Background: an optimization exercise with open tools, aiming at small area. Do not read the settings as production practice.
Only simulation tests tie the RTL to the original design; equivalence was not proved.
Power figures rest on the tool's default switching activity, not on a simulated workload.

== the reference run ==
## hb_interp
module hb_interp #(
    parameter int WIDTH = 16
) (
    input  logic             clk,
    input  logic             rst,
    input  logic             bypass,
    input  logic             run,
    input  logic [8:0]       cpo,
    input  logic             stb_in,
    input  logic [WIDTH-1:0] data_in,
    output logic             stb_out,
    output logic [WIDTH-1:0] data_out,
    output logic             ovf
);
    logic [9:0]              s_q;
    logic [WIDTH-1:0]        dly_q [16];
    logic [4:0]              vcnt_q;
    logic [21:0]             acc_q;
    logic [1-1:0]           cr_q;
    logic [WIDTH-1:0]        fb0_q, fb1_q;
    logic                    c_pend_q;
    logic [8:0]              c_cnt_q;
    logic [1:0]              c_off_q;
    logic                    stb_out_q;
    logic [WIDTH-1:0]        data_out_q;
    logic                    ovf_q;
    logic [3:0] ph;
    logic slot_free_d, accept_d, drop_d, f_emit_d, c_emit_d;
    logic [15:0] vld;
    logic [3:0] lane [16];
    logic [4:0] r0, r1, r2, r3, r4, r5, r6, r7;
    logic [WIDTH-1:0] dout_d;
    logic sel_in, sel_hold, sel_f, sel_c;
    logic [3:0] sel_ck;
    logic [21:0] acc_d, res_v, res;
    logic [16:0] fv;
    logic [1-1:0] cr_d;
    logic [WIDTH-1:0] f_sat;
    logic [1:0] off_e;
    function automatic logic [WIDTH-1:0] pick4(input logic [WIDTH-1:0] a, b, c, d,
                                               input logic sa, sb, sc, sd);
        pick4 = ({WIDTH{sa}} & a) | ({WIDTH{sb}} & b) | ({WIDTH{sc}} & c) | ({WIDTH{sd}} & d);
    endfunction
  ...
Size in the first run: about 1200 cells after synthesis, about 48 I/O pins.
==> flow/config.mk <==
export PLATFORM = sky130hd
export DESIGN_NAME = hb_interp
export DESIGN_NICKNAME = hb_interp
export VERILOG_FILES = /design/flow/design.v
export SDC_FILE = /design/flow/constraint.sdc
export NUM_CORES = 4
export LEC_CHECK = 0
export CAP_MARGIN = 20
export CORE_MARGIN = 2
export CORE_UTILIZATION = 70
export SLEW_MARGIN = 20
==> flow/constraint.sdc <==
create_clock -name core_clock -period 14.0 [get_ports {clk}]
set_input_delay 2.8000 -clock core_clock [delete_from_list [all_inputs] [get_ports {clk}]]
set_output_delay 2.8000 -clock core_clock [all_outputs]
set_load 0.01 [all_outputs]
standard.sh (not shown) runs the stock make flow with config.mk's settings and CLKGATE_MAP_FILE= SYNTH_SCRIPT=/design/flow/synth_recipe.tcl, a recipe that flattens the netlist after the stock synthesis.
==> flow/flow/run.sh <==
#!/bin/bash
# Standard synthesis, then inverters pushed through full adders (fixinv.py), then the standard
# layout with clock-tree dummy loads off and single-drive port buffers.
set -euo pipefail
R=orfs/results/${FLOW_PLATFORM}/hb_interp/base
export CTS_ARGS="-sink_clustering_enable -repair_clock_nets -dont_use_dummy_load -buf_list sky130_fd_sc_hd__clkbuf_4 -sink_clustering_size 9 -sink_clustering_max_diameter 40"
export BUFFER_PORTS_ARGS="-buffer_cell sky130_fd_sc_hd__buf_1"
bash standard.sh synth > synth.log 2>&1
openroad -python -no_init -exit flow/fixinv.py "$R/1_synth.odb" "$R/1_synth.odb" > fixinv.log 2>&1
bash standard.sh finish > finish.log 2>&1
Other scripts of this flow, unchanged in this note and not shown: flow/flow/fixinv.py
> inputs changed (the reference run -> the trial run)
diff --git a/flow/design.v b/flow/design.v
--- a/flow/design.v
+++ b/flow/design.v
@@ -89,18 +89,19 @@
         c = 1'b1;
         for (int i = 0; i < 5; i++) begin
             inc5[i] = a[i] ^ c;
             c = c & a[i];
         end
     endfunction
     always_comb begin
         ph = s_q[3:0];
         vld = vcnt_q[4] ? 16'hffff : thermo(vcnt_q[3:0]);
+        vld[0] = 1'b1;
         for (int i = 0; i < 16; i++) begin
             for (int b = 0; b < 3; b++) begin
                 lane[i][b] = vld[i] & ((ph[0] & dly_q[i][b]) | (ph[1] & dly_q[i][4+b]) |
                                        (ph[2] & dly_q[i][8+b]) | (ph[3] & dly_q[i][12+b]));
             end
             lane[i][3] = (vld[i] & ((ph[0] & dly_q[i][3]) | (ph[1] & dly_q[i][7]) | (ph[2] & dly_q[i][11]))) |
                          (ph[3] & !(vld[i] & dly_q[i][15]));
         end
         r0 = add4(lane[0], lane[15]);
Notes after the runs:
On the trial run: count of placed standard cells including taps is 1.2% lower than what the reference run gave.
Power spent charging and discharging nets (higher): the reference run
Looking at the reference run and the trial run, the horizontal die dimension is a wash.
The trial run vs. the reference run: worst hold margin decreased 0.0073 ns; number of DRC markers after the initial detailed-route iteration decreased 74; share of power burned in combinational logic decreased 0.6 points.
Measured against each other, the reference run and the trial run differ in area of the multi-input gates, the higher figure coming from the reference run.
| power density relative to cell area | higher: the reference run |
The trial run -> the reference run: die extent in y flat
On critical path arrival: between the reference run and the trial run, it ends up higher for the reference run.
The reference run -> the trial run: wire length of the first global-routing pass flat
Per the comparison of the trial run with the reference run, post-layout total power went down by 0.76%; sequential share of layout area held steady.

what the ideal ports hide:
The flow's constraints put no driver on any port. The routed layouts listed below were extracted and timed again, unchanged, in two steps. Step 1 sets driving cells, clkbuf_16 on the clock port and buf_2 on the other inputs (assumed; they add their load-dependent delay and slew). Step 2 moves the port delays by t, midway between the first and last clock arrival at a register: inputs arrive t later, outputs are due t later. That takes back most of the time a late clock gives input paths. Three values: no drivers, after step 1, after step 2; two values: the first two.
run	t (ns)	setup slack, ns	worst setup path after step 2	clock arrival spread, ns
the reference run	0.712	0.530 / 0.530 / 0.530	register to register	0.081 / 0.080
the trial run	0.704	0.726 / 0.726 / 0.726	register to register	0.118 / 0.118
After both steps setup and hold are still met in every run listed.
